This design comes from an exercise in tuning for a short achievable clock period and few clock cycles on the open sky130 flow, not from production work.
Function was checked by simulation only, so behaviour that the tests miss may differ from the original.
Power and IR drop assume default switching activity.

==> design/flow/design.v <==
module mini_alu_core #(
    parameter int DATA_W  = 16,
    parameter int ADDR_W  = 8,
    parameter int DEPTH   = 254,
    parameter int IP_W    = 16,
    parameter int LED_W   = 8,
    localparam int INSTR_W = 4 + 3 * ADDR_W
) (
    input  logic               Clock,
    input  logic               Reset,
    input  logic               iRun,
    output logic [IP_W-1:0]    oIP,
    input  logic [INSTR_W-1:0] iInstruction,
    output logic [LED_W-1:0]   oLed,
    output logic               oBusy
);
    localparam logic [3:0] OP_ADD  = 4'd1;
    localparam logic [3:0] OP_SUB  = 4'd2;
    localparam logic [3:0] OP_SMUL = 4'd3;
    localparam logic [3:0] OP_STO  = 4'd4;
    localparam logic [3:0] OP_BLE  = 4'd5;
    localparam logic [3:0] OP_JMP  = 4'd6;
    localparam logic [3:0] OP_LED  = 4'd7;
    localparam int MUL_BITS = 64;
    function automatic logic readsS1(input logic [3:0] op);
        readsS1 = (op == OP_ADD) || (op == OP_SUB) || (op == OP_SMUL) || (op == OP_BLE) || (op == OP_LED);
    endfunction
    function automatic logic readsS0(input logic [3:0] op);
        readsS0 = (op == OP_ADD) || (op == OP_SUB) || (op == OP_SMUL) || (op == OP_BLE);
    endfunction
    logic [IP_W-1:0]       pc_q;
    logic                  irV_q;
    logic [INSTR_W-1:0]    ir_q;
    logic [IP_W-1:0]       irPcp1_q;
    logic                  irPred_q;
    logic                  eWen_q, eSub_q, eLed_q, eBle_q, eMul_q, ePred_q, eLedML_q, eLedMH_q;
    logic [ADDR_W-1:0]     eDst_q;
    logic [IP_W-1:0]       eRedir_q;
    logic [DATA_W-1:0]     eOpA_q, eOpB_q;
    logic                  eAr_q, eA1_q, eA2_q, eAL_q, eAH_q;
    logic                  eBr_q, eB1_q, eB2_q, eBL_q, eBH_q;
    logic                  wWen_q, wMul_q;
    logic [ADDR_W-1:0]     wDst_q;
    logic [DATA_W-1:0]     wRes_q;
    logic [MUL_BITS-1:0]   mul_q;
    logic                  xWen_q;
    logic [ADDR_W-1:0]     xDst_q;
    logic [DATA_W-1:0]     xRes_q;
    logic [DATA_W-1:0]     rl_q, rh_q;
    logic [LED_W-1:0]      led_q;
    logic [DATA_W-1:0]     regs_q [DEPTH];
    logic [3:0]            fOp;
    logic [ADDR_W-1:0]     fDst, fS1, fS0;
    logic                  fPred;
    logic [IP_W-1:0]       pcp1;
    assign fOp  = iInstruction[27:24];
    assign fDst = iInstruction[23:16];
    assign fS1  = iInstruction[15:8];
    assign fS0  = iInstruction[7:0];
    assign pcp1 = pc_q + 1'b1;
    assign fPred = (fOp == OP_JMP) ||
                   ((fOp == OP_BLE) && ((pc_q[IP_W-1:ADDR_W] != '0) || (fDst <= pc_q[ADDR_W-1:0])));
    logic [3:0]            rOp;
    logic [ADDR_W-1:0]     rDst, rS1, rS0;
    logic                  rRdA, rRdB, rWen, rSto, rStall, rLedM;
    logic                  rA1, rA2, rAL, rAH, rB1, rB2, rBL, rBH;
    logic [DATA_W-1:0]     rdA, rdB;
    assign rOp  = ir_q[27:24];
    assign rDst = ir_q[23:16];
    assign rS1  = ir_q[15:8];
    assign rS0  = ir_q[7:0];
    assign rRdA = irV_q && readsS1(rOp);
    assign rRdB = irV_q && readsS0(rOp);
    assign rSto = irV_q && (rOp == OP_STO);
    assign rWen = irV_q && ((rOp == OP_ADD) || (rOp == OP_SUB) || (rOp == OP_STO)) &&
                  (rDst < ADDR_W'(DEPTH));
    assign rAL = rRdA && (rS1 == ADDR_W'(254));
    assign rAH = rRdA && (rS1 == ADDR_W'(255));
    assign rBL = rRdB && (rS0 == ADDR_W'(254));
    assign rBH = rRdB && (rS0 == ADDR_W'(255));
    assign rA1 = rRdA && eWen_q && (eDst_q == rS1);
    assign rA2 = rRdA && wWen_q && (wDst_q == rS1) && !rA1;
    assign rB1 = rRdB && eWen_q && (eDst_q == rS0);
    assign rB2 = rRdB && wWen_q && (wDst_q == rS0) && !rB1;
    assign rLedM  = eMul_q && irV_q && (rOp == OP_LED);
    assign rStall = eMul_q && (rAL || rAH || rBL || rBH) && !rLedM;
    assign rdA = rSto ? ir_q[15:0] : ((rS1 < ADDR_W'(DEPTH)) ? regs_q[rS1] : '0);
    assign rdB = (rS0 < ADDR_W'(DEPTH)) ? regs_q[rS0] : '0;
    logic [DATA_W-1:0]     ma, mb, eRes;
    logic                  eLe, eMiss;
    logic [MUL_BITS-1:0]   mul_d;
    assign ma = ({DATA_W{eAr_q}} & eOpA_q) | ({DATA_W{eA1_q}} & wRes_q) | ({DATA_W{eA2_q}} & xRes_q) |
                ({DATA_W{eAL_q}} & rl_q)   | ({DATA_W{eAH_q}} & rh_q);
    assign mb = ({DATA_W{eBr_q}} & eOpB_q) | ({DATA_W{eB1_q}} & wRes_q) | ({DATA_W{eB2_q}} & xRes_q) |
                ({DATA_W{eBL_q}} & rl_q)   | ({DATA_W{eBH_q}} & rh_q);
    assign eRes  = eSub_q ? (ma - mb) : (ma + mb);
    assign eLe   = $signed(ma) <= $signed(mb);
    assign eMiss = eBle_q && (eLe != ePred_q);
    logic [2*DATA_W-1:0]   mul_prod;
    wire bo0 = mb[0] ^ 1'b0;
    wire bt0 = (mb[1] & ~mb[0] & ~1'b0) | (~mb[1] & mb[0] & 1'b0);
    wire bn0 = mb[1];
    wire pp0_0 = ((bo0 & ma[0]) | (bt0 & 1'b0)) ^ bn0;
    wire pp0_1 = ((bo0 & ma[1]) | (bt0 & ma[0])) ^ bn0;
    wire pp0_2 = ((bo0 & ma[2]) | (bt0 & ma[1])) ^ bn0;
    wire pp0_3 = ((bo0 & ma[3]) | (bt0 & ma[2])) ^ bn0;
    wire pp0_4 = ((bo0 & ma[4]) | (bt0 & ma[3])) ^ bn0;
    wire pp0_5 = ((bo0 & ma[5]) | (bt0 & ma[4])) ^ bn0;
    wire pp0_6 = ((bo0 & ma[6]) | (bt0 & ma[5])) ^ bn0;
    wire pp0_7 = ((bo0 & ma[7]) | (bt0 & ma[6])) ^ bn0;
    wire pp0_8 = ((bo0 & ma[8]) | (bt0 & ma[7])) ^ bn0;
    wire pp0_9 = ((bo0 & ma[9]) | (bt0 & ma[8])) ^ bn0;
    wire pp0_10 = ((bo0 & ma[10]) | (bt0 & ma[9])) ^ bn0;
    wire pp0_11 = ((bo0 & ma[11]) | (bt0 & ma[10])) ^ bn0;
    wire pp0_12 = ((bo0 & ma[12]) | (bt0 & ma[11])) ^ bn0;
    wire pp0_13 = ((bo0 & ma[13]) | (bt0 & ma[12])) ^ bn0;
    wire pp0_14 = ((bo0 & ma[14]) | (bt0 & ma[13])) ^ bn0;
    wire pp0_15 = ((bo0 & ma[15]) | (bt0 & ma[14])) ^ bn0;
    wire pp0_16 = ((bo0 & ma[15]) | (bt0 & ma[15])) ^ bn0;
    wire bo1 = mb[2] ^ mb[1];
    wire bt1 = (mb[3] & ~mb[2] & ~mb[1]) | (~mb[3] & mb[2] & mb[1]);
    wire bn1 = mb[3];
    wire pp1_0 = ((bo1 & ma[0]) | (bt1 & 1'b0)) ^ bn1;
    wire pp1_1 = ((bo1 & ma[1]) | (bt1 & ma[0])) ^ bn1;
    wire pp1_2 = ((bo1 & ma[2]) | (bt1 & ma[1])) ^ bn1;
    wire pp1_3 = ((bo1 & ma[3]) | (bt1 & ma[2])) ^ bn1;
    wire pp1_4 = ((bo1 & ma[4]) | (bt1 & ma[3])) ^ bn1;
    wire pp1_5 = ((bo1 & ma[5]) | (bt1 & ma[4])) ^ bn1;
    wire pp1_6 = ((bo1 & ma[6]) | (bt1 & ma[5])) ^ bn1;
    wire pp1_7 = ((bo1 & ma[7]) | (bt1 & ma[6])) ^ bn1;
    wire pp1_8 = ((bo1 & ma[8]) | (bt1 & ma[7])) ^ bn1;
    wire pp1_9 = ((bo1 & ma[9]) | (bt1 & ma[8])) ^ bn1;
    wire pp1_10 = ((bo1 & ma[10]) | (bt1 & ma[9])) ^ bn1;
    wire pp1_11 = ((bo1 & ma[11]) | (bt1 & ma[10])) ^ bn1;
    wire pp1_12 = ((bo1 & ma[12]) | (bt1 & ma[11])) ^ bn1;
    wire pp1_13 = ((bo1 & ma[13]) | (bt1 & ma[12])) ^ bn1;
    wire pp1_14 = ((bo1 & ma[14]) | (bt1 & ma[13])) ^ bn1;
    wire pp1_15 = ((bo1 & ma[15]) | (bt1 & ma[14])) ^ bn1;
    wire pp1_16 = ((bo1 & ma[15]) | (bt1 & ma[15])) ^ bn1;
    wire bo2 = mb[4] ^ mb[3];
    wire bt2 = (mb[5] & ~mb[4] & ~mb[3]) | (~mb[5] & mb[4] & mb[3]);
    wire bn2 = mb[5];
    wire pp2_0 = ((bo2 & ma[0]) | (bt2 & 1'b0)) ^ bn2;
    wire pp2_1 = ((bo2 & ma[1]) | (bt2 & ma[0])) ^ bn2;
    wire pp2_2 = ((bo2 & ma[2]) | (bt2 & ma[1])) ^ bn2;
    wire pp2_3 = ((bo2 & ma[3]) | (bt2 & ma[2])) ^ bn2;
    wire pp2_4 = ((bo2 & ma[4]) | (bt2 & ma[3])) ^ bn2;
    wire pp2_5 = ((bo2 & ma[5]) | (bt2 & ma[4])) ^ bn2;
    wire pp2_6 = ((bo2 & ma[6]) | (bt2 & ma[5])) ^ bn2;
    wire pp2_7 = ((bo2 & ma[7]) | (bt2 & ma[6])) ^ bn2;
    wire pp2_8 = ((bo2 & ma[8]) | (bt2 & ma[7])) ^ bn2;
    wire pp2_9 = ((bo2 & ma[9]) | (bt2 & ma[8])) ^ bn2;
    wire pp2_10 = ((bo2 & ma[10]) | (bt2 & ma[9])) ^ bn2;
    wire pp2_11 = ((bo2 & ma[11]) | (bt2 & ma[10])) ^ bn2;
    wire pp2_12 = ((bo2 & ma[12]) | (bt2 & ma[11])) ^ bn2;
    wire pp2_13 = ((bo2 & ma[13]) | (bt2 & ma[12])) ^ bn2;
    wire pp2_14 = ((bo2 & ma[14]) | (bt2 & ma[13])) ^ bn2;
    wire pp2_15 = ((bo2 & ma[15]) | (bt2 & ma[14])) ^ bn2;
    wire pp2_16 = ((bo2 & ma[15]) | (bt2 & ma[15])) ^ bn2;
    wire bo3 = mb[6] ^ mb[5];
    wire bt3 = (mb[7] & ~mb[6] & ~mb[5]) | (~mb[7] & mb[6] & mb[5]);
    wire bn3 = mb[7];
    wire pp3_0 = ((bo3 & ma[0]) | (bt3 & 1'b0)) ^ bn3;
    wire pp3_1 = ((bo3 & ma[1]) | (bt3 & ma[0])) ^ bn3;
    wire pp3_2 = ((bo3 & ma[2]) | (bt3 & ma[1])) ^ bn3;
    wire pp3_3 = ((bo3 & ma[3]) | (bt3 & ma[2])) ^ bn3;
    wire pp3_4 = ((bo3 & ma[4]) | (bt3 & ma[3])) ^ bn3;
    wire pp3_5 = ((bo3 & ma[5]) | (bt3 & ma[4])) ^ bn3;
    wire pp3_6 = ((bo3 & ma[6]) | (bt3 & ma[5])) ^ bn3;
    wire pp3_7 = ((bo3 & ma[7]) | (bt3 & ma[6])) ^ bn3;
    wire pp3_8 = ((bo3 & ma[8]) | (bt3 & ma[7])) ^ bn3;
    wire pp3_9 = ((bo3 & ma[9]) | (bt3 & ma[8])) ^ bn3;
    wire pp3_10 = ((bo3 & ma[10]) | (bt3 & ma[9])) ^ bn3;
    wire pp3_11 = ((bo3 & ma[11]) | (bt3 & ma[10])) ^ bn3;
    wire pp3_12 = ((bo3 & ma[12]) | (bt3 & ma[11])) ^ bn3;
    wire pp3_13 = ((bo3 & ma[13]) | (bt3 & ma[12])) ^ bn3;
    wire pp3_14 = ((bo3 & ma[14]) | (bt3 & ma[13])) ^ bn3;
    wire pp3_15 = ((bo3 & ma[15]) | (bt3 & ma[14])) ^ bn3;
    wire pp3_16 = ((bo3 & ma[15]) | (bt3 & ma[15])) ^ bn3;
    wire bo4 = mb[8] ^ mb[7];
    wire bt4 = (mb[9] & ~mb[8] & ~mb[7]) | (~mb[9] & mb[8] & mb[7]);
    wire bn4 = mb[9];
    wire pp4_0 = ((bo4 & ma[0]) | (bt4 & 1'b0)) ^ bn4;
    wire pp4_1 = ((bo4 & ma[1]) | (bt4 & ma[0])) ^ bn4;
    wire pp4_2 = ((bo4 & ma[2]) | (bt4 & ma[1])) ^ bn4;
    wire pp4_3 = ((bo4 & ma[3]) | (bt4 & ma[2])) ^ bn4;
    wire pp4_4 = ((bo4 & ma[4]) | (bt4 & ma[3])) ^ bn4;
    wire pp4_5 = ((bo4 & ma[5]) | (bt4 & ma[4])) ^ bn4;
    wire pp4_6 = ((bo4 & ma[6]) | (bt4 & ma[5])) ^ bn4;
    wire pp4_7 = ((bo4 & ma[7]) | (bt4 & ma[6])) ^ bn4;
    wire pp4_8 = ((bo4 & ma[8]) | (bt4 & ma[7])) ^ bn4;
    wire pp4_9 = ((bo4 & ma[9]) | (bt4 & ma[8])) ^ bn4;
    wire pp4_10 = ((bo4 & ma[10]) | (bt4 & ma[9])) ^ bn4;
    wire pp4_11 = ((bo4 & ma[11]) | (bt4 & ma[10])) ^ bn4;
    wire pp4_12 = ((bo4 & ma[12]) | (bt4 & ma[11])) ^ bn4;
    wire pp4_13 = ((bo4 & ma[13]) | (bt4 & ma[12])) ^ bn4;
    wire pp4_14 = ((bo4 & ma[14]) | (bt4 & ma[13])) ^ bn4;
    wire pp4_15 = ((bo4 & ma[15]) | (bt4 & ma[14])) ^ bn4;
    wire pp4_16 = ((bo4 & ma[15]) | (bt4 & ma[15])) ^ bn4;
    wire bo5 = mb[10] ^ mb[9];
    wire bt5 = (mb[11] & ~mb[10] & ~mb[9]) | (~mb[11] & mb[10] & mb[9]);
    wire bn5 = mb[11];
    wire pp5_0 = ((bo5 & ma[0]) | (bt5 & 1'b0)) ^ bn5;
    wire pp5_1 = ((bo5 & ma[1]) | (bt5 & ma[0])) ^ bn5;
    wire pp5_2 = ((bo5 & ma[2]) | (bt5 & ma[1])) ^ bn5;
    wire pp5_3 = ((bo5 & ma[3]) | (bt5 & ma[2])) ^ bn5;
    wire pp5_4 = ((bo5 & ma[4]) | (bt5 & ma[3])) ^ bn5;
    wire pp5_5 = ((bo5 & ma[5]) | (bt5 & ma[4])) ^ bn5;
    wire pp5_6 = ((bo5 & ma[6]) | (bt5 & ma[5])) ^ bn5;
    wire pp5_7 = ((bo5 & ma[7]) | (bt5 & ma[6])) ^ bn5;
    wire pp5_8 = ((bo5 & ma[8]) | (bt5 & ma[7])) ^ bn5;
    wire pp5_9 = ((bo5 & ma[9]) | (bt5 & ma[8])) ^ bn5;
    wire pp5_10 = ((bo5 & ma[10]) | (bt5 & ma[9])) ^ bn5;
    wire pp5_11 = ((bo5 & ma[11]) | (bt5 & ma[10])) ^ bn5;
    wire pp5_12 = ((bo5 & ma[12]) | (bt5 & ma[11])) ^ bn5;
    wire pp5_13 = ((bo5 & ma[13]) | (bt5 & ma[12])) ^ bn5;
    wire pp5_14 = ((bo5 & ma[14]) | (bt5 & ma[13])) ^ bn5;
    wire pp5_15 = ((bo5 & ma[15]) | (bt5 & ma[14])) ^ bn5;
    wire pp5_16 = ((bo5 & ma[15]) | (bt5 & ma[15])) ^ bn5;
    wire bo6 = mb[12] ^ mb[11];
    wire bt6 = (mb[13] & ~mb[12] & ~mb[11]) | (~mb[13] & mb[12] & mb[11]);
    wire bn6 = mb[13];
    wire pp6_0 = ((bo6 & ma[0]) | (bt6 & 1'b0)) ^ bn6;
    wire pp6_1 = ((bo6 & ma[1]) | (bt6 & ma[0])) ^ bn6;
    wire pp6_2 = ((bo6 & ma[2]) | (bt6 & ma[1])) ^ bn6;
    wire pp6_3 = ((bo6 & ma[3]) | (bt6 & ma[2])) ^ bn6;
    wire pp6_4 = ((bo6 & ma[4]) | (bt6 & ma[3])) ^ bn6;
    wire pp6_5 = ((bo6 & ma[5]) | (bt6 & ma[4])) ^ bn6;
    wire pp6_6 = ((bo6 & ma[6]) | (bt6 & ma[5])) ^ bn6;
    wire pp6_7 = ((bo6 & ma[7]) | (bt6 & ma[6])) ^ bn6;
    wire pp6_8 = ((bo6 & ma[8]) | (bt6 & ma[7])) ^ bn6;
    wire pp6_9 = ((bo6 & ma[9]) | (bt6 & ma[8])) ^ bn6;
    wire pp6_10 = ((bo6 & ma[10]) | (bt6 & ma[9])) ^ bn6;
    wire pp6_11 = ((bo6 & ma[11]) | (bt6 & ma[10])) ^ bn6;
    wire pp6_12 = ((bo6 & ma[12]) | (bt6 & ma[11])) ^ bn6;
    wire pp6_13 = ((bo6 & ma[13]) | (bt6 & ma[12])) ^ bn6;
    wire pp6_14 = ((bo6 & ma[14]) | (bt6 & ma[13])) ^ bn6;
    wire pp6_15 = ((bo6 & ma[15]) | (bt6 & ma[14])) ^ bn6;
    wire pp6_16 = ((bo6 & ma[15]) | (bt6 & ma[15])) ^ bn6;
    wire bo7 = mb[14] ^ mb[13];
    wire bt7 = (mb[15] & ~mb[14] & ~mb[13]) | (~mb[15] & mb[14] & mb[13]);
    wire bn7 = mb[15];
    wire pp7_0 = ((bo7 & ma[0]) | (bt7 & 1'b0)) ^ bn7;
    wire pp7_1 = ((bo7 & ma[1]) | (bt7 & ma[0])) ^ bn7;
    wire pp7_2 = ((bo7 & ma[2]) | (bt7 & ma[1])) ^ bn7;
    wire pp7_3 = ((bo7 & ma[3]) | (bt7 & ma[2])) ^ bn7;
    wire pp7_4 = ((bo7 & ma[4]) | (bt7 & ma[3])) ^ bn7;
    wire pp7_5 = ((bo7 & ma[5]) | (bt7 & ma[4])) ^ bn7;
    wire pp7_6 = ((bo7 & ma[6]) | (bt7 & ma[5])) ^ bn7;
    wire pp7_7 = ((bo7 & ma[7]) | (bt7 & ma[6])) ^ bn7;
    wire pp7_8 = ((bo7 & ma[8]) | (bt7 & ma[7])) ^ bn7;
    wire pp7_9 = ((bo7 & ma[9]) | (bt7 & ma[8])) ^ bn7;
    wire pp7_10 = ((bo7 & ma[10]) | (bt7 & ma[9])) ^ bn7;
    wire pp7_11 = ((bo7 & ma[11]) | (bt7 & ma[10])) ^ bn7;
    wire pp7_12 = ((bo7 & ma[12]) | (bt7 & ma[11])) ^ bn7;
    wire pp7_13 = ((bo7 & ma[13]) | (bt7 & ma[12])) ^ bn7;
    wire pp7_14 = ((bo7 & ma[14]) | (bt7 & ma[13])) ^ bn7;
    wire pp7_15 = ((bo7 & ma[15]) | (bt7 & ma[14])) ^ bn7;
    wire pp7_16 = ((bo7 & ma[15]) | (bt7 & ma[15])) ^ bn7;
    wire hs1 = pp0_10 ^ pp1_8;
    wire hc2 = pp0_10 & pp1_8;
    wire hs3 = pp0_11 ^ pp1_9;
    wire hc4 = pp0_11 & pp1_9;
    wire fs5 = pp0_12 ^ pp1_10 ^ pp2_8;
    wire fc6 = (pp0_12 & pp1_10) | (pp0_12 & pp2_8) | (pp1_10 & pp2_8);
    wire hs7 = pp3_6 ^ pp4_4;
    wire hc8 = pp3_6 & pp4_4;
    wire fs9 = pp0_13 ^ pp1_11 ^ pp2_9;
    wire fc10 = (pp0_13 & pp1_11) | (pp0_13 & pp2_9) | (pp1_11 & pp2_9);
    wire hs11 = pp3_7 ^ pp4_5;
    wire hc12 = pp3_7 & pp4_5;
    wire fs13 = pp0_14 ^ pp1_12 ^ pp2_10;
    wire fc14 = (pp0_14 & pp1_12) | (pp0_14 & pp2_10) | (pp1_12 & pp2_10);
    wire fs15 = pp3_8 ^ pp4_6 ^ pp5_4;
    wire fc16 = (pp3_8 & pp4_6) | (pp3_8 & pp5_4) | (pp4_6 & pp5_4);
    wire hs17 = pp6_2 ^ pp7_0;
    wire hc18 = pp6_2 & pp7_0;
    wire fs19 = pp0_15 ^ pp1_13 ^ pp2_11;
    wire fc20 = (pp0_15 & pp1_13) | (pp0_15 & pp2_11) | (pp1_13 & pp2_11);
    wire fs21 = pp3_9 ^ pp4_7 ^ pp5_5;
    wire fc22 = (pp3_9 & pp4_7) | (pp3_9 & pp5_5) | (pp4_7 & pp5_5);
    wire hs23 = pp6_3 ^ pp7_1;
    wire hc24 = pp6_3 & pp7_1;
    wire fs25 = ~pp0_16 ^ pp1_14 ^ pp2_12;
    wire fc26 = (~pp0_16 & pp1_14) | (~pp0_16 & pp2_12) | (pp1_14 & pp2_12);
    wire fs27 = pp3_10 ^ pp4_8 ^ pp5_6;
    wire fc28 = (pp3_10 & pp4_8) | (pp3_10 & pp5_6) | (pp4_8 & pp5_6);
    wire fs29 = pp6_4 ^ pp7_2 ^ 1'b1;
    wire fc30 = (pp6_4 & pp7_2) | (pp6_4 & 1'b1) | (pp7_2 & 1'b1);
    wire fs31 = pp1_15 ^ pp2_13 ^ pp3_11;
    wire fc32 = (pp1_15 & pp2_13) | (pp1_15 & pp3_11) | (pp2_13 & pp3_11);
    wire fs33 = pp4_9 ^ pp5_7 ^ pp6_5;
    wire fc34 = (pp4_9 & pp5_7) | (pp4_9 & pp6_5) | (pp5_7 & pp6_5);
    wire hs35 = pp7_3 ^ 1'b1;
    wire hc36 = pp7_3 & 1'b1;
    wire fs37 = ~pp1_16 ^ pp2_14 ^ pp3_12;
    wire fc38 = (~pp1_16 & pp2_14) | (~pp1_16 & pp3_12) | (pp2_14 & pp3_12);
    wire fs39 = pp4_10 ^ pp5_8 ^ pp6_6;
    wire fc40 = (pp4_10 & pp5_8) | (pp4_10 & pp6_6) | (pp5_8 & pp6_6);
    wire fs41 = pp2_15 ^ pp3_13 ^ pp4_11;
    wire fc42 = (pp2_15 & pp3_13) | (pp2_15 & pp4_11) | (pp3_13 & pp4_11);
    wire hs43 = pp5_9 ^ pp6_7;
    wire hc44 = pp5_9 & pp6_7;
    wire fs45 = ~pp2_16 ^ pp3_14 ^ pp4_12;
    wire fc46 = (~pp2_16 & pp3_14) | (~pp2_16 & pp4_12) | (pp3_14 & pp4_12);
    wire hs47 = pp3_15 ^ pp4_13;
    wire hc48 = pp3_15 & pp4_13;
    wire hs49 = pp0_6 ^ pp1_4;
    wire hc50 = pp0_6 & pp1_4;
    wire hs51 = pp0_7 ^ pp1_5;
    wire hc52 = pp0_7 & pp1_5;
    wire fs53 = pp0_8 ^ pp1_6 ^ pp2_4;
    wire fc54 = (pp0_8 & pp1_6) | (pp0_8 & pp2_4) | (pp1_6 & pp2_4);
    wire hs55 = pp3_2 ^ pp4_0;
    wire hc56 = pp3_2 & pp4_0;
    wire fs57 = pp0_9 ^ pp1_7 ^ pp2_5;
    wire fc58 = (pp0_9 & pp1_7) | (pp0_9 & pp2_5) | (pp1_7 & pp2_5);
    wire hs59 = pp3_3 ^ pp4_1;
    wire hc60 = pp3_3 & pp4_1;
    wire fs61 = hs1 ^ pp2_6 ^ pp3_4;
    wire fc62 = (hs1 & pp2_6) | (hs1 & pp3_4) | (pp2_6 & pp3_4);
    wire fs63 = pp4_2 ^ pp5_0 ^ bn5;
    wire fc64 = (pp4_2 & pp5_0) | (pp4_2 & bn5) | (pp5_0 & bn5);
    wire fs65 = hs3 ^ pp2_7 ^ pp3_5;
    wire fc66 = (hs3 & pp2_7) | (hs3 & pp3_5) | (pp2_7 & pp3_5);
    wire fs67 = pp4_3 ^ pp5_1 ^ hc2;
    wire fc68 = (pp4_3 & pp5_1) | (pp4_3 & hc2) | (pp5_1 & hc2);
    wire fs69 = fs5 ^ hs7 ^ pp5_2;
    wire fc70 = (fs5 & hs7) | (fs5 & pp5_2) | (hs7 & pp5_2);
    wire fs71 = pp6_0 ^ bn6 ^ hc4;
    wire fc72 = (pp6_0 & bn6) | (pp6_0 & hc4) | (bn6 & hc4);
    wire fs73 = fs9 ^ hs11 ^ pp5_3;
    wire fc74 = (fs9 & hs11) | (fs9 & pp5_3) | (hs11 & pp5_3);
    wire fs75 = pp6_1 ^ fc6 ^ hc8;
    wire fc76 = (pp6_1 & fc6) | (pp6_1 & hc8) | (fc6 & hc8);
    wire fs77 = fs13 ^ fs15 ^ hs17;
    wire fc78 = (fs13 & fs15) | (fs13 & hs17) | (fs15 & hs17);
    wire fs79 = bn7 ^ fc10 ^ hc12;
    wire fc80 = (bn7 & fc10) | (bn7 & hc12) | (fc10 & hc12);
    wire fs81 = fs19 ^ fs21 ^ hs23;
    wire fc82 = (fs19 & fs21) | (fs19 & hs23) | (fs21 & hs23);
    wire fs83 = fc14 ^ fc16 ^ hc18;
    wire fc84 = (fc14 & fc16) | (fc14 & hc18) | (fc16 & hc18);
    wire fs85 = fs25 ^ fs27 ^ fs29;
    wire fc86 = (fs25 & fs27) | (fs25 & fs29) | (fs27 & fs29);
    wire fs87 = fc20 ^ fc22 ^ hc24;
    wire fc88 = (fc20 & fc22) | (fc20 & hc24) | (fc22 & hc24);
    wire fs89 = fs31 ^ fs33 ^ hs35;
    wire fc90 = (fs31 & fs33) | (fs31 & hs35) | (fs33 & hs35);
    wire fs91 = fc26 ^ fc28 ^ fc30;
    wire fc92 = (fc26 & fc28) | (fc26 & fc30) | (fc28 & fc30);
    wire fs93 = fs37 ^ fs39 ^ pp7_4;
    wire fc94 = (fs37 & fs39) | (fs37 & pp7_4) | (fs39 & pp7_4);
    wire fs95 = fc32 ^ fc34 ^ hc36;
    wire fc96 = (fc32 & fc34) | (fc32 & hc36) | (fc34 & hc36);
    wire fs97 = fs41 ^ hs43 ^ pp7_5;
    wire fc98 = (fs41 & hs43) | (fs41 & pp7_5) | (hs43 & pp7_5);
    wire fs99 = 1'b1 ^ fc38 ^ fc40;
    wire fc100 = (1'b1 & fc38) | (1'b1 & fc40) | (fc38 & fc40);
    wire fs101 = fs45 ^ pp5_10 ^ pp6_8;
    wire fc102 = (fs45 & pp5_10) | (fs45 & pp6_8) | (pp5_10 & pp6_8);
    wire fs103 = pp7_6 ^ fc42 ^ hc44;
    wire fc104 = (pp7_6 & fc42) | (pp7_6 & hc44) | (fc42 & hc44);
    wire fs105 = hs47 ^ pp5_11 ^ pp6_9;
    wire fc106 = (hs47 & pp5_11) | (hs47 & pp6_9) | (pp5_11 & pp6_9);
    wire fs107 = pp7_7 ^ 1'b1 ^ fc46;
    wire fc108 = (pp7_7 & 1'b1) | (pp7_7 & fc46) | (1'b1 & fc46);
    wire fs109 = ~pp3_16 ^ pp4_14 ^ pp5_12;
    wire fc110 = (~pp3_16 & pp4_14) | (~pp3_16 & pp5_12) | (pp4_14 & pp5_12);
    wire fs111 = pp6_10 ^ pp7_8 ^ hc48;
    wire fc112 = (pp6_10 & pp7_8) | (pp6_10 & hc48) | (pp7_8 & hc48);
    wire fs113 = pp4_15 ^ pp5_13 ^ pp6_11;
    wire fc114 = (pp4_15 & pp5_13) | (pp4_15 & pp6_11) | (pp5_13 & pp6_11);
    wire hs115 = pp7_9 ^ 1'b1;
    wire hc116 = pp7_9 & 1'b1;
    wire fs117 = ~pp4_16 ^ pp5_14 ^ pp6_12;
    wire fc118 = (~pp4_16 & pp5_14) | (~pp4_16 & pp6_12) | (pp5_14 & pp6_12);
    wire hs119 = pp5_15 ^ pp6_13;
    wire hc120 = pp5_15 & pp6_13;
    wire hs121 = pp0_4 ^ pp1_2;
    wire hc122 = pp0_4 & pp1_2;
    wire hs123 = pp0_5 ^ pp1_3;
    wire hc124 = pp0_5 & pp1_3;
    wire fs125 = hs49 ^ pp2_2 ^ pp3_0;
    wire fc126 = (hs49 & pp2_2) | (hs49 & pp3_0) | (pp2_2 & pp3_0);
    wire fs127 = hs51 ^ pp2_3 ^ pp3_1;
    wire fc128 = (hs51 & pp2_3) | (hs51 & pp3_1) | (pp2_3 & pp3_1);
    wire fs129 = fs53 ^ hs55 ^ bn4;
    wire fc130 = (fs53 & hs55) | (fs53 & bn4) | (hs55 & bn4);
    wire fs131 = fs57 ^ hs59 ^ fc54;
    wire fc132 = (fs57 & hs59) | (fs57 & fc54) | (hs59 & fc54);
    wire fs133 = fs61 ^ fs63 ^ fc58;
    wire fc134 = (fs61 & fs63) | (fs61 & fc58) | (fs63 & fc58);
    wire fs135 = fs65 ^ fs67 ^ fc62;
    wire fc136 = (fs65 & fs67) | (fs65 & fc62) | (fs67 & fc62);
    wire fs137 = fs69 ^ fs71 ^ fc66;
    wire fc138 = (fs69 & fs71) | (fs69 & fc66) | (fs71 & fc66);
    wire fs139 = fs73 ^ fs75 ^ fc70;
    wire fc140 = (fs73 & fs75) | (fs73 & fc70) | (fs75 & fc70);
    wire fs141 = fs77 ^ fs79 ^ fc74;
    wire fc142 = (fs77 & fs79) | (fs77 & fc74) | (fs79 & fc74);
    wire fs143 = fs81 ^ fs83 ^ fc78;
    wire fc144 = (fs81 & fs83) | (fs81 & fc78) | (fs83 & fc78);
    wire fs145 = fs85 ^ fs87 ^ fc82;
    wire fc146 = (fs85 & fs87) | (fs85 & fc82) | (fs87 & fc82);
    wire fs147 = fs89 ^ fs91 ^ fc86;
    wire fc148 = (fs89 & fs91) | (fs89 & fc86) | (fs91 & fc86);
    wire fs149 = fs93 ^ fs95 ^ fc90;
    wire fc150 = (fs93 & fs95) | (fs93 & fc90) | (fs95 & fc90);
    wire fs151 = fs97 ^ fs99 ^ fc94;
    wire fc152 = (fs97 & fs99) | (fs97 & fc94) | (fs99 & fc94);
    wire fs153 = fs101 ^ fs103 ^ fc98;
    wire fc154 = (fs101 & fs103) | (fs101 & fc98) | (fs103 & fc98);
    wire fs155 = fs105 ^ fs107 ^ fc102;
    wire fc156 = (fs105 & fs107) | (fs105 & fc102) | (fs107 & fc102);
    wire fs157 = fs109 ^ fs111 ^ fc106;
    wire fc158 = (fs109 & fs111) | (fs109 & fc106) | (fs111 & fc106);
    wire fs159 = fs113 ^ hs115 ^ fc110;
    wire fc160 = (fs113 & hs115) | (fs113 & fc110) | (hs115 & fc110);
    wire fs161 = fs117 ^ pp7_10 ^ fc114;
    wire fc162 = (fs117 & pp7_10) | (fs117 & fc114) | (pp7_10 & fc114);
    wire fs163 = hs119 ^ pp7_11 ^ 1'b1;
    wire fc164 = (hs119 & pp7_11) | (hs119 & 1'b1) | (pp7_11 & 1'b1);
    wire fs165 = ~pp5_16 ^ pp6_14 ^ pp7_12;
    wire fc166 = (~pp5_16 & pp6_14) | (~pp5_16 & pp7_12) | (pp6_14 & pp7_12);
    wire hs167 = pp6_15 ^ pp7_13;
    wire hc168 = pp6_15 & pp7_13;
    wire hs169 = pp0_2 ^ pp1_0;
    wire hc170 = pp0_2 & pp1_0;
    wire hs171 = pp0_3 ^ pp1_1;
    wire hc172 = pp0_3 & pp1_1;
    wire fs173 = hs121 ^ pp2_0 ^ bn2;
    wire fc174 = (hs121 & pp2_0) | (hs121 & bn2) | (pp2_0 & bn2);
    wire fs175 = hs123 ^ pp2_1 ^ hc122;
    wire fc176 = (hs123 & pp2_1) | (hs123 & hc122) | (pp2_1 & hc122);
    wire fs177 = fs125 ^ bn3 ^ hc124;
    wire fc178 = (fs125 & bn3) | (fs125 & hc124) | (bn3 & hc124);
    wire fs179 = fs127 ^ hc50 ^ fc126;
    wire fc180 = (fs127 & hc50) | (fs127 & fc126) | (hc50 & fc126);
    wire fs181 = fs129 ^ hc52 ^ fc128;
    wire fc182 = (fs129 & hc52) | (fs129 & fc128) | (hc52 & fc128);
    wire fs183 = fs131 ^ hc56 ^ fc130;
    wire fc184 = (fs131 & hc56) | (fs131 & fc130) | (hc56 & fc130);
    wire fs185 = fs133 ^ hc60 ^ fc132;
    wire fc186 = (fs133 & hc60) | (fs133 & fc132) | (hc60 & fc132);
    wire fs187 = fs135 ^ fc64 ^ fc134;
    wire fc188 = (fs135 & fc64) | (fs135 & fc134) | (fc64 & fc134);
    wire fs189 = fs137 ^ fc68 ^ fc136;
    wire fc190 = (fs137 & fc68) | (fs137 & fc136) | (fc68 & fc136);
    wire fs191 = fs139 ^ fc72 ^ fc138;
    wire fc192 = (fs139 & fc72) | (fs139 & fc138) | (fc72 & fc138);
    wire fs193 = fs141 ^ fc76 ^ fc140;
    wire fc194 = (fs141 & fc76) | (fs141 & fc140) | (fc76 & fc140);
    wire fs195 = fs143 ^ fc80 ^ fc142;
    wire fc196 = (fs143 & fc80) | (fs143 & fc142) | (fc80 & fc142);
    wire fs197 = fs145 ^ fc84 ^ fc144;
    wire fc198 = (fs145 & fc84) | (fs145 & fc144) | (fc84 & fc144);
    wire fs199 = fs147 ^ fc88 ^ fc146;
    wire fc200 = (fs147 & fc88) | (fs147 & fc146) | (fc88 & fc146);
    wire fs201 = fs149 ^ fc92 ^ fc148;
    wire fc202 = (fs149 & fc92) | (fs149 & fc148) | (fc92 & fc148);
    wire fs203 = fs151 ^ fc96 ^ fc150;
    wire fc204 = (fs151 & fc96) | (fs151 & fc150) | (fc96 & fc150);
    wire fs205 = fs153 ^ fc100 ^ fc152;
    wire fc206 = (fs153 & fc100) | (fs153 & fc152) | (fc100 & fc152);
    wire fs207 = fs155 ^ fc104 ^ fc154;
    wire fc208 = (fs155 & fc104) | (fs155 & fc154) | (fc104 & fc154);
    wire fs209 = fs157 ^ fc108 ^ fc156;
    wire fc210 = (fs157 & fc108) | (fs157 & fc156) | (fc108 & fc156);
    wire fs211 = fs159 ^ fc112 ^ fc158;
    wire fc212 = (fs159 & fc112) | (fs159 & fc158) | (fc112 & fc158);
    wire fs213 = fs161 ^ hc116 ^ fc160;
    wire fc214 = (fs161 & hc116) | (fs161 & fc160) | (hc116 & fc160);
    wire fs215 = fs163 ^ fc118 ^ fc162;
    wire fc216 = (fs163 & fc118) | (fs163 & fc162) | (fc118 & fc162);
    wire fs217 = fs165 ^ hc120 ^ fc164;
    wire fc218 = (fs165 & hc120) | (fs165 & fc164) | (hc120 & fc164);
    wire fs219 = hs167 ^ 1'b1 ^ fc166;
    wire fc220 = (hs167 & 1'b1) | (hs167 & fc166) | (1'b1 & fc166);
    wire fs221 = ~pp6_16 ^ pp7_14 ^ hc168;
    wire fc222 = (~pp6_16 & pp7_14) | (~pp6_16 & hc168) | (pp7_14 & hc168);
    wire hs223 = pp7_15 ^ 1'b1;
    wire hc224 = pp7_15 & 1'b1;
    assign mul_d = {1'b0, hc224, fc222, fc220, fc218, fc216, fc214, fc212, fc210, fc208, fc206, fc204, fc202, fc200, fc198, fc196, fc194, fc192, fc190, fc188, fc186, fc184, fc182, fc180, fc178, fc176, fc174, hc172, hc170, bn1, 1'b0, bn0, 1'b1, ~pp7_16, hs223, fs221, fs219, fs217, fs215, fs213, fs211, fs209, fs207, fs205, fs203, fs201, fs199, fs197, fs195, fs193, fs191, fs189, fs187, fs185, fs183, fs181, fs179, fs177, fs175, fs173, hs171, hs169, pp0_1, pp0_0};
    assign mul_prod = mul_q[31:0] + mul_q[63:32];
    always_ff @(posedge Clock or posedge Reset) begin
        if (Reset) begin
            pc_q    <= '0;
            irV_q   <= 1'b0;
            eWen_q  <= 1'b0;
            eLed_q  <= 1'b0;
            eBle_q  <= 1'b0;
            eMul_q  <= 1'b0;
            wWen_q  <= 1'b0;
            wMul_q  <= 1'b0;
            xWen_q  <= 1'b0;
            led_q   <= '0;
            rl_q    <= '0;
            rh_q    <= '0;
        end else begin
            if (iRun) begin
                if (eMiss) begin
                    pc_q  <= eRedir_q;
                    irV_q <= 1'b0;
                end else if (!rStall) begin
                    pc_q  <= fPred ? IP_W'(fDst) : pcp1;
                    irV_q <= 1'b1;
                end
                if (eMiss || rStall) begin
                    eWen_q <= 1'b0;
                    eLed_q <= 1'b0;
                    eBle_q <= 1'b0;
                    eMul_q <= 1'b0;
                end else begin
                    eWen_q <= rWen;
                    eLed_q <= irV_q && (rOp == OP_LED);
                    eBle_q <= irV_q && (rOp == OP_BLE);
                    eMul_q <= irV_q && (rOp == OP_SMUL);
                end
                wWen_q <= eWen_q;
                wMul_q <= eMul_q;
                xWen_q <= wWen_q;
                if (eLed_q) led_q <= eLedML_q ? mul_prod[LED_W-1:0] :
                                     eLedMH_q ? mul_prod[DATA_W +: LED_W] : ma[LED_W-1:0];
            end
            if (wMul_q) {rh_q, rl_q} <= mul_prod;
        end
    end
    always_ff @(posedge Clock) begin
        if (iRun) begin
            if (!rStall) begin
                ir_q     <= iInstruction;
                irPcp1_q <= pcp1;
                irPred_q <= fPred;
            end
            eSub_q   <= rOp == OP_SUB;
            ePred_q  <= irPred_q;
            eDst_q   <= rDst;
            eRedir_q <= irPred_q ? irPcp1_q : IP_W'(rDst);
            eOpA_q   <= rdA;
            eOpB_q   <= rdB;
            eAr_q    <= (rRdA || rSto) && !(rA1 || rA2 || rAL || rAH);
            eA1_q    <= rA1;
            eA2_q    <= rA2;
            eLedML_q <= rLedM && rAL;
            eLedMH_q <= rLedM && rAH;
            eAL_q    <= rAL;
            eAH_q    <= rAH;
            eBr_q    <= rRdB && !(rB1 || rB2 || rBL || rBH);
            eB1_q    <= rB1;
            eB2_q    <= rB2;
            eBL_q    <= rBL;
            eBH_q    <= rBH;
            wDst_q   <= eDst_q;
            wRes_q   <= eRes;
            mul_q    <= mul_d;
            xDst_q   <= wDst_q;
            xRes_q   <= wRes_q;
        end
    end
    always_ff @(posedge Clock) begin
        if (wWen_q) regs_q[wDst_q] <= wRes_q;
    end
    assign oIP   = pc_q;
    assign oLed  = led_q;
    assign oBusy = wMul_q;
endmodule
==> design/flow/run.sh <==
#!/bin/bash
# synth_recipe.tcl (not shown) runs the flow's synth.tcl, then flattens the netlist and writes it again
# the make line also repeats each setting of config.mk as NAME=value (left out here)
make -C /OpenROAD-flow-scripts/flow DESIGN_CONFIG=/design/flow/config.mk WORK_HOME=/design/flow/orfs CLKGATE_MAP_FILE= SYNTH_SCRIPT=/design/flow/synth_recipe.tcl finish
==> design/flow/config.mk <==
export PLATFORM = sky130hd
export DESIGN_NAME = mini_alu_core
export DESIGN_NICKNAME = mini_alu_core
export VERILOG_FILES = /design/flow/design.v
export SDC_FILE = /design/flow/constraint.sdc
export NUM_CORES = 4
export LEC_CHECK = 0
export CAP_MARGIN = 30
export CORE_MARGIN = 2
export CORE_UTILIZATION = 40
export SETUP_SLACK_MARGIN = 5
export SLEW_MARGIN = 40
export TNS_END_PERCENT = 100
==> design/flow/constraint.sdc <==
create_clock -name core_clock -period 10.0 [get_ports {Clock}]
set_input_delay 2.0000 -clock core_clock [delete_from_list [all_inputs] [get_ports {Clock}]]
set_output_delay 2.0000 -clock core_clock [all_outputs]
set_load 0.01 [all_outputs]
==> flow_summary_export.csv, run 1 <==
group,metric,value,unit
synth,ys.flop_type,"edfxtp_1",
sta,tightest_slew,0.963,ns
critical_path,worst-path-max-fanout,61,
floorplanning,die_h,727,um
drt,drc,0,
drt,firstDrtPassIters,7,
power,comb_power_share,0.289,
synth,netlist_instances,10197,
placement,io_buffers,55,
critical_path,cp_data_arrival_time,5.92,ns
sta,slew_headroom,0.351,
drt,drt_iter0_markers,18543,
sta,fin_skew,0.0674,ns
global_route,antenna_found_initial,47,
layout,drive_above_1_share,0.408,
drt,routedWlPerCell,40.0,um
sta,setup_ws,4.87,ns
job,cap_viol_max_count,0,
drt,wirelength,713,mm
synth,yosysWarnings,1,
cts,clock_sinks,4351,
drt,ant_nets,0,
cts,cts_tree,"done",
critical_path,start_kind,"flop",
power,p_int,0.0393,W
layout,fillCellCount,42696,
critical_path,worstSetupEndpointType,"flop",
sta,period_share,0.513,
sta,rsz0062_at_grt,"false",
synth,synthesis.nets,10406,
critical_path,reg2regPathDepth,9,
sta,setup_viol,0,
cts,htree_levels,5,
synth,ys_seq_elements,4351,
floorplanning,io_pins,56,
layout,largest-register,"regs_q",
critical_path,crit_path_frequent_cell,"mux4_2",
critical_path,worstPathRequired,10.80,ns
layout,nets,10674,
power,p_per_area,240,nW/um2
placement,hpwl,456,mm
synth,netlist_area,209000,um2
drt,num_vias,119843,
run_status,status,"timing/DRC/antenna clean",
placement,dp_cells,16862,
layout,largestRegisters,"regs_q x4064, mul_q x61, ir_q x28",
floorplanning,die_area,528000,um2
sta,finalHoldViolCount,0,
power,p_switching,0.0187,W
hold_path,worstHoldPathType,"reg2reg",
floorplanning,rows,265,
power,p_seq_frac,0.413,
sta,fin_crit,5.13,ns
hold_path,hp-start,"led_q[0]$_DFFE_PP0P_",
layout,seq_area,130000,um2
hold_path,min_to,"led_q[0]$_DFFE_PP0P_",
sta,fmax,195,MHz
synth,synth-edff-count,4280,
power,switching_share,0.323,
floorplanning,start_util,0.401,
sta,fin_tns_setup,0,ns
synth,synth.avg_cell_area,20.5,um2
cts,cts-root-buf,"clkbuf_16",
layout,largest_reg_flops,4064,
power,vdd_drop_max,0.000275,V
cts,hold_buffers,0,
cts,clk_pin_slew_worst_paths,0.07,ns
layout,area_growth,15.5,%
global_route,grt_use_total,0.264,
floorplanning,core_area,521000,um2
critical_path,crit_family,"multiplexers",
critical_path,cpMaxStageDelayCell,"dfxtp_4",
global_route,grt_pass1_wl,975,mm
layout,multi_input_area,76700,um2
power,p_clk_frac,0.297,
synth,synth_seq_area_share,0.624,
synth,ys_types,73,
critical_path,crit_type,"reg2reg",
global_route,grt_pass1_vias,118621,
global_route,grt_max_degree,181,
critical_path,reg2reg_slack,4.87,ns
critical_path,cpPeakStageDelay,0.68,ns
cts,cts_max_path_buffers,4,
cts,cts_buffers,453,
global_route,grt_overflow,0,
sta,drv_slew,0,
cts,clock_latency,1.06,ns
floorplanning,die_x,727,um
drt,routed_via_density,6.73,
placement,pre_cts_ws,4.02,ns
critical_path,regToRegEndpoint,"eOpA_q[13]$_DFFE_PP_",
critical_path,cp.buffers_inverters,2,
power,leakagePower,74.4,nW
layout,fin_cells,17815,
placement,gp_congestion,0.885,
power,finalPower,0.0580,W
critical_path,worstPathCellList,"buf_12, buf_4, mux4_2, mux4_2, mux4_2, nor2b_1, a211oi_2, nor3_1, a22o_1",
synth,synth-async-reset-ratio,0.0145,
hold_path,hold_depth,2,
==> worst max-delay path by stage <==
stage          slack [ns]  cells past startpoint              endpoint
6_report             4.87                      9  eOpA_q[13]$_DFFE_PP_
5_1_grt              4.95                     14   mul_q[20]$_DFFE_PP_
4_1_cts              4.97                     11   eOpA_q[2]$_DFFE_PP_
3_5_place_dp         4.02                     10   eOpA_q[2]$_DFFE_PP_
3_3_place_gp         4.09                      9   eOpA_q[6]$_DFFE_PP_
2_1_floorplan        3.16                     14   mul_q[18]$_DFFE_PP_
==> synthesized netlist by cell type, types with 13 or more instances <==
library cell | count | area share
o211ai_1 | 13 | 0.00047
nor2b_1 | 60 | 0.0018
o21ai_0 | 158 | 0.0038
edfxtp_1 | 4280 | 0.62
nand4_1 | 31 | 0.00093
buf_2 | 222 | 0.0053
buf_1 | 88 | 0.0016
a22o_1 | 17 | 0.00071
dfrtp_1 | 63 | 0.0075
clkbuf_1 | 554 | 0.010
nor2_1 | 397 | 0.0071
mux2i_1 | 35 | 0.0017
nand2_1 | 239 | 0.0043
o22ai_1 | 79 | 0.0024
nand2b_1 | 14 | 0.00042
a211oi_1 | 40 | 0.0014
xor2_1 | 42 | 0.0018
xnor2_1 | 64 | 0.0027
fa_1 | 83 | 0.0080
nor3_1 | 54 | 0.0013
a31oi_1 | 30 | 0.00090
nand3_1 | 42 | 0.0010
inv_1 | 127 | 0.0023
a21o_1 | 24 | 0.00086
mux2_2 | 77 | 0.0042
o221ai_1 | 37 | 0.0016
ha_1 | 95 | 0.0057
a221oi_1 | 54 | 0.0023
and2_1 | 13 | 0.00039
mux4_2 | 2659 | 0.29
and4_1 | 27 | 0.0011
a21oi_1 | 279 | 0.0067
a22oi_1 | 37 | 0.0013
==> routing by layer <==
layer	vias up	routed length, um	track usage
met2	7835	330000	0.408
met1	65704	269000	0.365
met3	1240	78600	0.0589
li1	45050	-	-
met5	-	93	0
met4	14	35300	0.108
==> final cells by class <==
cell class                      count  share of cell area
Sequential cell                  4351               0.540
Multi-Input combinational cell   4839               0.318
Clock buffer                      553              0.0488
Timing Repair Buffer              675              0.0415
Tap cell                         6942              0.0360
Clock inverter                    284              0.0128
Inverter                          141             0.00247
Antenna cell                       26            0.000270
Timing Repair inverter              4           0.0000933
==> through the flow <==
stage,util,hold slack (ns),area [um2]
2_1_floorplan,-,0.422,210000
3_3_place_gp,0.422,0.494,220000
3_5_place_dp,0.431,0.506,225000
4_1_cts,0.461,0.521,240000
5_1_grt,0.463,0.543,241000
6_report,0.463,0.512,241000
==> what timing repair did <==
action                     CTS  global route
pin swaps                    1             5
hold endpoints to repair     0             0
cloned                       7             8
setup endpoints to repair   82            72
buffers inserted            25            28
gates resized for setup     54            52
==> tightest hold or removal path, delay by kind of cell (launching register included) <==
| family | cells | cell delay, ns |
|---|---|---|
| compound gates | 2 | 0.12 |
| flops | 1 | 0.36 |
==> power by group through the flow <==
stage | clock network, W | logic [W] | registers, W
2_1_floorplan | 0 | 0.00888 | 0.0259
3_3_place_gp | 0 | 0.0156 | 0.0244
3_5_place_dp | 0 | 0.0162 | 0.0244
4_1_cts | 0.0175 | 0.0164 | 0.0240
5_1_grt | 0.0181 | 0.0180 | 0.0240
6_report | 0.0173 | 0.0168 | 0.0240
==> cells in the final DEF, fill, tap and decap left out, types with 62 or more instances in the layout <==
cell type     n
edfxtp_1   4280
mux4_2     2659
clkbuf_16   461
a21oi_1     269
buf_4       255
nand2_1     225
nor2_4      181
buf_16      150
o21ai_0     139
nor2_1      139
inv_1       112
clkinv_1    100
clkbuf_1     95
buf_8        90
ha_1         87
clkinv_2     79
mux2_2       78
o22ai_1      78
nor2_2       77
fa_1         64
dfrtp_1      63
xnor2_1      62
==> cell families after synthesis <==
group	share of synthesized area
AOI/OAI and AO/OA	0.0262
xor gates and xnor gates	0.00445
adders and majority gates	0.0136
buffers and inverters	0.0195
DFF	0.624
muxes	0.293
and+or+nand+nor	0.0199
Testbench counts, summed over its fixed seeds: cycles 27,009.
==> run 2, diff against run 1 <==
==> design/flow/flow/run.sh (new file) <==
#!/bin/bash
set -euo pipefail
bash standard.sh SETUP_SLACK_MARGIN=6.5 finish > standard_flow.log 2>&1
==> design/flow/standard.sh (new file) <==
#!/bin/bash
# synth_recipe.tcl (not shown) runs the flow's synth.tcl, then flattens the netlist and writes it again
# the make line also repeats each setting of config.mk as NAME=value (left out here)
make -C /OpenROAD-flow-scripts/flow DESIGN_CONFIG=/design/flow/config.mk WORK_HOME=/design/flow/orfs CLKGATE_MAP_FILE= SYNTH_SCRIPT=/design/flow/synth_recipe.tcl "${@:-finish}"
--- a/design/flow/config.mk
+++ b/design/flow/config.mk
@@ -8,6 +8,5 @@
 export CAP_MARGIN = 30
 export CORE_MARGIN = 2
 export CORE_UTILIZATION = 40
-export SETUP_SLACK_MARGIN = 5
 export SLEW_MARGIN = 40
 export TNS_END_PERCENT = 100
removed: design/flow/run.sh
==> flow_summary_export.csv, run 2 <==
group,metric,value,unit
run_status,status,"timing/DRC/antenna clean",
placement,io_buffers,55,
cts,hold_buffers,0,
sta,fin_tns_setup,0,ns
critical_path,cp-startpoint,"eBH_q$_DFFE_PP_",
synth,synth.avg_cell_area,20.5,um2
critical_path,worstPathCellList,"buf_6, a222oi_1, nand2_2, buf_6, buf_12, o21ai_2, a21oi_2, fa_1, inv_2, fa_1, fa_1, inv_2, fa_2, inv_2",
synth,synth-async-reset-ratio,0.0145,
layout,largest-register,"regs_q",
critical_path,reg2reg_slack,5.53,ns
synth,ys.flop_type,"edfxtp_1",
synth,synthesis.nets,10406,
synth,ys_types,73,
drt,routed_via_density,6.91,
critical_path,worstPathRequired,10.84,ns
critical_path,cpPeakStageDelay,0.63,ns
placement,gp_congestion,0.882,
cts,cts-root-buf,"clkbuf_16",
sta,drv_slew,0,
drt,routedWlPerCell,42.7,um
power,comb_power_share,0.338,
sta,period_share,0.447,
synth,synthTopCellsByArea,"edfxtp_1 62%, mux4_2 29%, clkbuf_1 1.0%",
power,vdd_drop_max,0.000342,V
power,leakagePower,82.0,nW
synth,synth_largest_area_cell,"edfxtp_1",
layout,area_growth,23.4,%
layout,largest_reg_flops,4064,
cts,cts_tree,"done",
drt,wirelength,794,mm
critical_path,regToRegEndpoint,"mul_q[13]$_DFFE_PP_",
synth,post-synth-top-count-cell,"edfxtp_1",
synth,synth_seq_area_share,0.624,
critical_path,worst-path-max-fanout,5,
floorplanning,core_area,521000,um2
layout,final_cell_mix,"4280 x edfxtp_1, 2659 x mux4_2, 483 x clkbuf_16",
sta,fmax,224,MHz
layout,postLayoutCoreUtil,0.495,
power,p_int,0.0419,W
sta,fin_skew,0.110,ns
critical_path,crit_type,"reg2reg",
synth,netlist_instances,10197,
sta,slew_headroom,0.375,
power,p_seq_frac,0.382,
layout,nets,11381,
sta,tightest_slew,0.938,ns
layout,drive_above_1_share,0.483,
power,p_clk_frac,0.280,
power,p_switching,0.0209,W
hold_path,worstHoldPathType,"reg2reg",
synth,ys_seq_elements,4351,
drt,firstDrtPassIters,7,
critical_path,cpMaxStageDelayCell,"a222oi_1",
critical_path,start_kind,"flop",
placement,dp_cells,16824,
synth,netlist_top_cells_count,"4280 x edfxtp_1, 2659 x mux4_2, 554 x clkbuf_1",
job,cap_viol_max_count,0,
critical_path,reg2regPathDepth,14,
cts,cts_buffers,459,
global_route,grt_pass1_vias,124988,
cts,cts_max_path_buffers,4,
drt,drt_iter0_markers,21549,
floorplanning,die_x,727,um
floorplanning,die_h,727,um
sta,finalHoldViolCount,0,
sta,setup_viol,0,
drt,drc,0,
sta,rsz0062_at_grt,"true",
cts,clock_latency,1.11,ns
critical_path,setup.worst_path.end,"mul_q[13]$_DFFE_PP_",
global_route,grt_pass1_wl,1070,mm
placement,hpwl,454,mm
cts,htree_levels,5,
global_route,antenna_found_initial,76,
power,p_per_area,244,nW/um2
global_route,grt_overflow,0,
layout,final_common_cell,"edfxtp_1",
drt,num_vias,128336,
floorplanning,io_pins,56,
cts,clock_sinks,4351,
layout,fillCellCount,40849,
layout,fin_cells,18584,
global_route,grt_use_total,0.293,
global_route,grt_max_degree,192,
critical_path,worstSetupEndpointType,"flop",
synth,netlist_area,209000,um2
synth,yosysWarnings,1,
critical_path,worstReg2RegStart,"eBH_q$_DFFE_PP_",
floorplanning,die_area,528000,um2
drt,ant_nets,0,
floorplanning,start_util,0.401,
layout,largestRegisters,"regs_q x4064, mul_q x61, ir_q x28",
floorplanning,rows,265,
power,switching_share,0.333,
synth,synth-edff-count,4280,
synth,synth_top_area_share,0.615,
cts,clk_pin_slew_worst_paths,0.06,ns
sta,fin_crit,4.47,ns
critical_path,cp_data_arrival_time,5.31,ns
==> run 2: cell counts after synthesis <==
No cell type changed its count.
==> run 2: worst max-delay path: cells and delay by family (launching register included) <==
family                   cells  cell delay, ns
AO/OA/AOI/OAI                3            0.84
adder cells (fa/ha/maj)      4            2.12
buffers and inverters        6            0.62
flip-flops                   1            0.51
AND/OR/NAND/NOR              1            0.14
==> run 2: area by class of cell <==
| type | count | area [um2] | area share |
|---|---|---|---|
| Antenna cell | 70 | 175 | 0.000680 |
| Clock buffer | 538 | 11900 | 0.0463 |
| Clock inverter | 323 | 3380 | 0.0131 |
| Inverter | 141 | 802 | 0.00311 |
| Multi-Input combinational cell | 4847 | 79500 | 0.308 |
| Sequential cell | 4351 | 130000 | 0.505 |
| Tap cell | 6942 | 8690 | 0.0337 |
| Timing Repair Buffer | 1363 | 22900 | 0.0887 |
| Timing Repair inverter | 9 | 121 | 0.000471 |
==> run 2: power groups by stage <==
stage	logic (W)	registers, W	clock network (W)
CTS	0.0200	0.0240	0.0177
floorplan	0.00899	0.0259	0
finish	0.0212	0.0240	0.0176
detailed placement	0.0161	0.0244	0
global route	0.0222	0.0240	0.0184
global placement	0.0157	0.0244	0
==> run 2: timing repair <==
item,CTS,global route
gates resized for setup,1175,197
buffers inserted,495,84
pin swaps,191,101
endpoints found under the setup margin,2206,161
cloned,223,21
==> run 2: worst min path at each step <==
stage	startpoint	endpoint	slack [ns]	cells after the start
finish	ir_q[20]$_DFFE_PP_	eDst_q[4]$_DFFE_PP_	0.47	0
floorplan	ir_q[16]$_DFFE_PP_	eDst_q[0]$_DFFE_PP_	0.42	0
detailed placement	ir_q[16]$_DFFE_PP_	eDst_q[0]$_DFFE_PP_	0.45	0
global route	ir_q[16]$_DFFE_PP_	eDst_q[0]$_DFFE_PP_	0.50	0
CTS	ir_q[20]$_DFFE_PP_	eDst_q[4]$_DFFE_PP_	0.46	0
global placement	ir_q[16]$_DFFE_PP_	eDst_q[0]$_DFFE_PP_	0.44	0
==> run 2: through the flow <==
step | area [um2] | hold WS [ns] | total power, W | setup WS [ns]
after detailed placement | 225000 | 0.451 | 0.0405 | 4.13
after CTS | 255000 | 0.460 | 0.0617 | 5.68
after global routing | 258000 | 0.499 | 0.0646 | 5.44
after floorplan | 210000 | 0.422 | 0.0349 | 3.16
after global placement | 220000 | 0.445 | 0.0401 | 4.14
final | 258000 | 0.470 | 0.0628 | 5.53
==> run 2: logic make-up after synthesis <==
| group | count (synthesis) | share of synthesized area |
|---|---|---|
| AO/OA/AOI/OAI | 860 | 0.0262 |
| buffers and inverters | 1008 | 0.0195 |
| AND/OR/NAND/NOR | 922 | 0.0199 |
| XOR/XNOR | 106 | 0.00445 |
| adder cells (fa/ha/maj) | 178 | 0.0136 |
| flip-flops | 4351 | 0.624 |
| multiplexers | 2772 | 0.293 |
==> run 2: routing by layer <==
metal / share of wire / GRT usage / vias to the layer above
met5: 0.00023 / 0 / -
met4: 0.070 / 0.163 / 18
met3: 0.12 / 0.0802 / 2020
met2: 0.46 / 0.446 / 10005
met1: 0.35 / 0.385 / 69546
li1: - / - / 46747

## afterwards: timing with drivers on the ports
No port has a modelled driver above. Below, the same layouts with a new extraction and two added sets of constraints. Step 1, drivers: a clkbuf_16 drives Clock and a buf_2 each remaining input, both assumed. Step 2, shift: input delay + t, output delay - t, t = (earliest + latest rising clock arrival at the registers) / 2. This alone moves slack from input paths to output paths. Three values: ideal, step 1, step 2; two values: the first two.
run	t, ns	setup WS [ns]	worst setup path at the end	slew at the worst register clock pin (ns)	pins driven straight from the clock port
run 1	1.153	4.875 / 4.875 / 4.790	input to register	0.07 / 0.07	1
run 2	1.179	5.528 / 5.528 / 5.125	input to register	0.09 / 0.09	1
After both steps setup and hold are still met in every run listed. For run 2, which loses most, drivers alone change the setup slack by 0.000 ns; drivers and shift together by -0.403 ns.
